What follows belongs to an exercise in optimizing a design on an open flow for small area; a production flow would make more cautious choices. Only simulation tests tie the RTL to the original design; equivalence was not proved. Power is estimated from default activity; no workload was simulated. The flow treats the clock pin as an ideal source, which a real chip does not have.

## old
==> module pixel_position, before the edit <==
module pixel_position
#(
    parameter int H_DISP = 640,
    parameter int V_DISP = 480
)
(
    input  logic                         sys_clk,
    input  logic                         sys_rst_n,
    input  box_overlay_pkg::video_beat_t beat,
    output box_overlay_pkg::pixel_pos_t  pos,
    output box_overlay_pkg::pixel_pos_t  pos_nxt,
    output logic                         x_adv,     
    output logic                         x_clr,     
    output logic                         y_adv,     
    output logic                         y_clr,     
    output logic                         armed
);
    localparam logic [10-1:0] X_LAST = 10'(H_DISP - 1);
    localparam logic [10-1:0] Y_END  = 10'(V_DISP);
    logic x_last;
    assign x_last = (pos.x == X_LAST);
    assign x_adv = beat.vsync && beat.clken && !x_last;
    assign x_clr = !beat.vsync || (beat.clken && x_last);
    assign y_adv = beat.vsync && beat.clken && x_last;
    assign y_clr = !beat.vsync;
    always_comb
    begin
        pos_nxt = pos;
        if (x_clr)
            pos_nxt.x = '0;
        else if (x_adv)
            pos_nxt.x = pos.x + 1'b1;
        if (!beat.vsync)
            pos_nxt.y = '0;
        else if (beat.clken && x_last)
            pos_nxt.y = pos.y + 1'b1;
    end
    always_ff @(posedge sys_clk or negedge sys_rst_n)
    begin
        if (!sys_rst_n)
            pos <= '0;
        else
            pos <= pos_nxt;
    end
    always_ff @(posedge sys_clk or negedge sys_rst_n)
    begin
        if (!sys_rst_n)
            armed <= 1'b0;
        else if (!beat.vsync && pos.y == Y_END && pos.x == '0)
            armed <= 1'b1;
    end
endmodule
clock: 5.0 ns
lec_check: 0
cap_margin: 10
core_margin: 2
core_utilization: 75
place_density: 0.85
slew_margin: 10
standard.sh (not shown) runs the stock make flow with config.mk's settings and CLKGATE_MAP_FILE= SYNTH_SCRIPT=/design/flow/synth_recipe.tcl, a recipe that flattens the netlist after the stock synthesis.
==> flow/flow/run.sh <==
#!/bin/bash
# The standard layout (the standard.sh, standard synthesis unchanged) with two
# changes: the port buffers are the smallest buffer, and clock tree synthesis adds
# no dummy loads. Each port still gets its own buffer.
set -euo pipefail
export BUFFER_PORTS_ARGS="-buffer_cell sky130_fd_sc_hd__buf_1"
export CTS_ARGS="-sink_clustering_enable -repair_clock_nets -dont_use_dummy_load -buf_list sky130_fd_sc_hd__clkbuf_16 -sink_clustering_size 28 -sink_clustering_max_diameter 80"
bash standard.sh > standard.log 2>&1
Input changes introduced in new (baseline for comparison: old):
==> flow/design.v, changed modules only <==
module pixel_position
#(
    parameter int H_DISP = 640,
    parameter int V_DISP = 480
)
(
    input  logic                         sys_clk,
    input  logic                         sys_rst_n,
    input  box_overlay_pkg::video_beat_t beat,
    output box_overlay_pkg::pixel_pos_t  pos,
    output box_overlay_pkg::pixel_pos_t  pos_nxt,
    output logic                         x_adv,     
    output logic                         x_clr,     
    output logic                         y_adv,     
    output logic                         y_clr,     
    output logic                         armed
);
    localparam logic [10-1:0] X_LAST = 10'(H_DISP - 1);
    localparam logic [10-1:0] Y_END  = 10'(V_DISP);
    logic x_last;
    logic y_last;
    assign x_last = (pos.x == X_LAST);
    assign y_last = &pos.y;
    assign x_adv = beat.vsync && beat.clken && !x_last;
    assign x_clr = !beat.vsync || (beat.clken && x_last);
    assign y_adv = beat.vsync && beat.clken && x_last && !y_last;
    assign y_clr = !beat.vsync || (beat.clken && x_last && y_last);
    always_comb
    begin
        pos_nxt = pos;
        if (x_clr)
            pos_nxt.x = '0;
        else if (x_adv)
            pos_nxt.x = pos.x + 1'b1;
        if (!beat.vsync)
            pos_nxt.y = '0;
        else if (beat.clken && x_last)
            pos_nxt.y = pos.y + 1'b1;
    end
    always_ff @(posedge sys_clk or negedge sys_rst_n)
    begin
        if (!sys_rst_n)
            pos <= '0;
        else
            pos <= pos_nxt;
    end
    always_ff @(posedge sys_clk or negedge sys_rst_n)
    begin
        if (!sys_rst_n)
            armed <= 1'b0;
        else if (!beat.vsync && pos.y == Y_END && pos.x == '0)
            armed <= 1'b1;
    end
endmodule
## What came out
Looking at multi-input gate share of the layout cell area, new sits 0.39 points above old.
| sequential fraction of design power | new vs old | 0.4 points lower |
Lower non-clock buffer total of the final layout goes to new over old.
Going from old to new, the sequential share of layout area was found to have gone down by 0.22 points.
Normalized max-slew margin sits lower in new than in old.
Compared with old, in new clock latency reported for the late side of the worst-skew pair barely changed, number of clock buffers inserted by TritonCTS climbed 1.
Run comparison: old highest routing layer actually used met5; new highest routing layer actually used met4
new ends up with a critical-path maximum fanout that is 3 higher than in old.
Routed wire in new totals more than in old.
Path length in cells of the critical path in new is 5 lower than in old
new ends up with a combinational group share of total power that is 0.3 points higher than in old.
Diff old..new | final core utilization | negligible
new vs. old: post-detailed-route wirelength per cell went up by 0.53 microns.

Setup of lane 1:
The RTL this note starts from:
==> flow/design.v <==
package box_overlay_pkg;
    typedef struct packed {
        logic [8-1:0] red;
        logic [8-1:0] green;
        logic [8-1:0] blue;
    } rgb_t;
    typedef struct packed {
        logic vsync;
        logic href;
        logic clken;
        rgb_t pixel;
    } video_beat_t;
    typedef struct packed {
        logic               valid;    
        logic [10-1:0] y_max;
        logic [10-1:0] x_max;
        logic [10-1:0] y_min;
        logic [10-1:0] x_min;   
    } box_rect_t;
    typedef struct packed {
        logic [10-1:0] x;
        logic [10-1:0] y;
    } pixel_pos_t;
endpackage
`timescale 1ns/1ps
module pixel_position
#(
    parameter int H_DISP = 640,
    parameter int V_DISP = 480
)
(
    input  logic                         sys_clk,
    input  logic                         sys_rst_n,
    input  box_overlay_pkg::video_beat_t beat,
    output box_overlay_pkg::pixel_pos_t  pos,
    output box_overlay_pkg::pixel_pos_t  pos_nxt,
    output logic                         x_adv,     
    output logic                         x_clr,     
    output logic                         y_adv,     
    output logic                         y_clr,     
    output logic                         armed
);
    localparam logic [10-1:0] X_LAST = 10'(H_DISP - 1);
    localparam logic [10-1:0] Y_END  = 10'(V_DISP);
    logic x_last;
    logic y_last;
    assign x_last = (pos.x == X_LAST);
    assign y_last = &pos.y;
    assign x_adv = beat.vsync && beat.clken && !x_last;
    assign x_clr = !beat.vsync || (beat.clken && x_last);
    assign y_adv = beat.vsync && beat.clken && x_last && !y_last;
    assign y_clr = !beat.vsync || (beat.clken && x_last && y_last);
    always_comb
    begin
        pos_nxt = pos;
        if (x_clr)
            pos_nxt.x = '0;
        else if (x_adv)
            pos_nxt.x = pos.x + 1'b1;
        if (!beat.vsync)
            pos_nxt.y = '0;
        else if (beat.clken && x_last)
            pos_nxt.y = pos.y + 1'b1;
    end
    always_ff @(posedge sys_clk or negedge sys_rst_n)
    begin
        if (!sys_rst_n)
            pos <= '0;
        else
            pos <= pos_nxt;
    end
    always_ff @(posedge sys_clk or negedge sys_rst_n)
    begin
        if (!sys_rst_n)
            armed <= 1'b0;
        else if (!beat.vsync && pos.y == Y_END && pos.x == '0)
            armed <= 1'b1;
    end
endmodule
`timescale 1ns/1ps
module box_table
(
    input  logic                        sys_clk,
    input  logic                        sys_rst_n,
    input  logic                        cfg_req,
    input  logic [4-1:0]      cfg_addr,
    input  box_overlay_pkg::box_rect_t  cfg_data,
    output logic                        cfg_ack,
    input  box_overlay_pkg::pixel_pos_t pos,
    input  box_overlay_pkg::pixel_pos_t pos_nxt,
    input  logic                        x_adv,
    input  logic                        x_clr,
    input  logic                        y_adv,
    input  logic                        y_clr,
    output logic                        hit
);
    logic                  wr_en;
    logic [3:0]            winit;
    logic [16-1:0] box_hit;
    assign wr_en = cfg_req && !cfg_ack;
    always_ff @(posedge sys_clk or negedge sys_rst_n)
    begin
        if (!sys_rst_n)
            cfg_ack <= 1'b0;
        else
            cfg_ack <= cfg_req;
    end
    function automatic logic gt(input logic [10-1:0] a, input logic [10-1:0] b);
        integer i;
        begin
            gt = 1'b0;
            for (i = 0; i < 10; i = i + 1)
                gt = (a[i] && !b[i]) || ((a[i] || !b[i]) && gt);
        end
    endfunction
    assign winit[0] = gt(pos_nxt.x, cfg_data.x_min) && !gt(pos_nxt.x, cfg_data.x_max);
    assign winit[1] = gt(pos_nxt.y, cfg_data.y_min) && !gt(pos_nxt.y, cfg_data.y_max);
    assign winit[2] = cfg_data.valid && gt(cfg_data.x_max, cfg_data.x_min);
    assign winit[3] = cfg_data.valid && gt(cfg_data.y_max, cfg_data.y_min);
    for (genvar i = 0; i < 16; i++)
    begin : g_slot
        box_edge_detect u_slot
        (
            .sys_clk   (sys_clk),
            .sys_rst_n (sys_rst_n),
            .we        (wr_en && cfg_addr == i),
            .wdata     (cfg_data),
            .winit     (winit),
            .pos       (pos),
            .x_adv     (x_adv),
            .x_clr     (x_clr),
            .y_adv     (y_adv),
            .y_clr     (y_clr),
            .hit       (box_hit[i])
        );
    end
    assign hit = |box_hit;
endmodule
`timescale 1ns/1ps
module box_edge_detect
(
    input  logic                        sys_clk,
    input  logic                        sys_rst_n,
    input  logic                        we,
    input  box_overlay_pkg::box_rect_t  wdata,
    input  logic [3:0]                  winit,     
    input  box_overlay_pkg::pixel_pos_t pos,
    input  logic                        x_adv,
    input  logic                        x_clr,
    input  logic                        y_adv,
    input  logic                        y_clr,
    output logic                        hit
);
    logic [10-1:0] x_min;
    logic [10-1:0] y_min;
    logic [10-1:0] x_max;
    logic [10-1:0] y_max;
    logic                hx;
    logic                hy;
    logic                fx;
    logic                fy;
    logic                ex_min;
    logic                ex_max;
    logic                ey_min;
    logic                ey_max;
    assign ex_min = (pos.x == x_min);
    assign ex_max = (pos.x == x_max);
    assign ey_min = (pos.y == y_min);
    assign ey_max = (pos.y == y_max);
    assign hit    = (hx && (ey_min || ey_max) && fx && !ex_max) ||
                    (hy && (ex_min || ex_max) && fy && !ey_max);
    always_ff @(posedge sys_clk or negedge sys_rst_n)
    begin
        if (!sys_rst_n)
        begin
            hx <= 1'b0;
            hy <= 1'b0;
        end
        else if (we)
        begin
            hx <= winit[2];
            hy <= winit[3];
        end
    end
    always_ff @(posedge sys_clk)
    begin
        if (we)
        begin
            x_min <= wdata.x_min;
            y_min <= wdata.y_min;
            x_max <= wdata.x_max;
            y_max <= wdata.y_max;
        end
    end
    always_ff @(posedge sys_clk)
    begin
        if (we)
        begin
            fx <= winit[0];
            fy <= winit[1];
        end
        else
        begin
            fx <= !x_clr && (x_adv ? ((fx && !ex_max) || ex_min) : fx);
            fy <= !y_clr && (y_adv ? ((fy && !ey_max) || ey_min) : fy);
        end
    end
endmodule
`timescale 1ns/1ps
module overlay_mixer
(
    input  logic                         sys_clk,
    input  logic                         sys_rst_n,
    input  box_overlay_pkg::video_beat_t beat,
    input  logic                         hit_c,
    input  logic                         armed,
    output box_overlay_pkg::video_beat_t post
);
    localparam logic [3*8-1:0] MARK = {8'(255), 8'(0),
                                            8'(0)};
    box_overlay_pkg::video_beat_t beat_d;
    logic                         hit;
    logic                         full;
    always_ff @(posedge sys_clk or negedge sys_rst_n)
    begin
        if (!sys_rst_n)
            full <= 1'b0;
        else
            full <= 1'b1;
    end
    always_ff @(posedge sys_clk)
    begin
        beat_d <= beat;
        hit    <= hit_c;
    end
    always_ff @(posedge sys_clk or negedge sys_rst_n)
    begin
        if (!sys_rst_n)
        begin
            post <= '0;
        end
        else
        begin
            post.vsync <= armed && beat_d.vsync;
            post.href  <= armed && beat_d.href;
            post.clken <= armed && beat_d.clken;
            if (armed && hit)
                post.pixel <= MARK;
            else if (full)
                post.pixel <= beat_d.pixel;
            else
                post.pixel <= '0;
        end
    end
endmodule
`timescale 1ns/1ps
module box_overlay_top
#(
    parameter int H_DISP = 640,
    parameter int V_DISP = 480
)
(
    input  logic                         sys_clk,
    input  logic                         sys_rst_n,
    input  logic [3*8+2:0]          per,         
    input  logic                         cfg_req,
    input  logic [4-1:0]       cfg_addr,
    input  logic [(4*10+1)-1:0]            cfg_data,    
    output logic                         cfg_ack,
    output logic [3*8+2:0]          post         
);
    box_overlay_pkg::pixel_pos_t  pos;
    box_overlay_pkg::pixel_pos_t  pos_nxt;
    logic                         x_adv;
    logic                         x_clr;
    logic                         y_adv;
    logic                         y_clr;
    logic                         armed;
    logic                         hit_c;
    pixel_position
    #(
        .H_DISP (H_DISP),
        .V_DISP (V_DISP)
    )
    u_pixel_position
    (
        .sys_clk   (sys_clk),
        .sys_rst_n (sys_rst_n),
        .beat      (per),
        .pos       (pos),
        .pos_nxt   (pos_nxt),
        .x_adv     (x_adv),
        .x_clr     (x_clr),
        .y_adv     (y_adv),
        .y_clr     (y_clr),
        .armed     (armed)
    );
    box_table u_box_table
    (
        .sys_clk   (sys_clk),
        .sys_rst_n (sys_rst_n),
        .cfg_req   (cfg_req),
        .cfg_addr  (cfg_addr),
        .cfg_data  (cfg_data),
        .cfg_ack   (cfg_ack),
        .pos       (pos),
        .pos_nxt   (pos_nxt),
        .x_adv     (x_adv),
        .x_clr     (x_clr),
        .y_adv     (y_adv),
        .y_clr     (y_clr),
        .hit       (hit_c)
    );
    overlay_mixer u_overlay_mixer
    (
        .sys_clk   (sys_clk),
        .sys_rst_n (sys_rst_n),
        .beat      (per),
        .hit_c     (hit_c),
        .armed     (armed),
        .post      (post)
    );
endmodule
Settings: LEC_CHECK=0, CAP_MARGIN=10, CORE_MARGIN=2, CORE_UTILIZATION=75, SLEW_MARGIN=10; clock period 5.0 ns.
==> flow/flow/run.sh <==
#!/bin/bash
# The standard layout (the standard.sh, standard synthesis unchanged) with two
# changes: the port buffers are the smallest buffer, and clock tree synthesis adds
# no dummy loads. Each port still gets its own buffer.
set -euo pipefail
export BUFFER_PORTS_ARGS="-buffer_cell sky130_fd_sc_hd__buf_1"
export CTS_ARGS="-sink_clustering_enable -repair_clock_nets -dont_use_dummy_load -buf_list sky130_fd_sc_hd__clkbuf_16 -sink_clustering_size 30 -sink_clustering_max_diameter 100"
bash standard.sh > standard.log 2>&1
diff inputs: lane 1 => lane 2
-- flow/design.v --
<<< lane 1, line 44
    localparam logic [10-1:0] Y_END  = 10'(V_DISP);
    logic x_last;
    logic y_last;
    assign x_last = (pos.x == X_LAST);
    assign y_last = &pos.y;
    assign x_adv = beat.vsync && beat.clken && !x_last;
    assign x_clr = !beat.vsync || (beat.clken && x_last);
    assign y_adv = beat.vsync && beat.clken && x_last && !y_last;
    assign y_clr = !beat.vsync || (beat.clken && x_last && y_last);
    always_comb
    begin
>>> lane 2, line 44
    localparam logic [10-1:0] Y_END  = 10'(V_DISP);
    logic x_last;
    assign x_last = (pos.x == X_LAST);
    assign x_adv = beat.vsync && beat.clken && !x_last;
    assign x_clr = !beat.vsync || (beat.clken && x_last);
    assign y_adv = beat.vsync && beat.clken && x_last;
    assign y_clr = !beat.vsync;
    always_comb
    begin
--- outcome ---
Lane 2 finished all stages; the layout is clean. The standard cell with the maximum stage delay on the critical path comes out sky130_fd_sc_hd__dfrtp_2 in one run and sky130_fd_sc_hd__buf_4 in the other, namely in lane 2 and lane 1 respectively. Compared with lane 1, lane 2 shows a count of cell instances traversed by the critical path that is 2 higher. Lane 2 and lane 1 ended up with nearly the same leakage dissipation. In the flow results for lane 2 and lane 1, the routed metal-1 wire length is larger on lane 1. Lane 2 — post-synthesis instance area about 0.33% lower, lane 1 as reference. [diff] wire length, lane 2 relative to lane 1: improvement. Fraction of met1 tracks used by global routing in lane 2 is 4.4 points below lane 1. As far as vertical die dimension is concerned, lane 2 and lane 1 perform about the same.

[what the ideal ports hide]
The results above use ideal ports. As a check the final layouts listed here were re-extracted and re-timed, cells and wires unchanged. Step 1 assumes that a clkbuf_16 drives the clock port and a buf_2 every other input. Step 2 also shifts input and output timing later by t, the mid clock arrival at the registers, as if the neighbouring blocks saw the same clock. a / b / c = ideal / step 1 / step 2; a / b = the first two.
| run | t, ns | setup WS [ns] | hold WS [ns] | clock arrival spread, ns | worst data-port slew with drivers (ns) |
|---|---|---|---|---|---|
| old | 0.633 | 0.963 / 0.963 / 0.619 | 0.433 / 0.433 / 0.433 | 0.050 / 0.050 | 0.09 |
| new | 0.627 | 1.024 / 1.024 / 0.531 | 0.432 / 0.432 / 0.432 | 0.048 / 0.048 | 0.10 |
| lane 1 | 0.666 | 1.121 / 1.121 / 0.575 | 0.409 / 0.398 / 0.409 | 0.070 / 0.069 | 0.06 |
| lane 2 | 0.679 | 1.004 / 1.005 / 0.771 | 0.350 / 0.339 / 0.445 | 0.086 / 0.085 | 0.10 |
After both steps every run listed still meets setup and hold. For lane 1, which loses most, drivers alone change the setup slack by 0.000 ns; drivers and shift together by -0.546 ns.
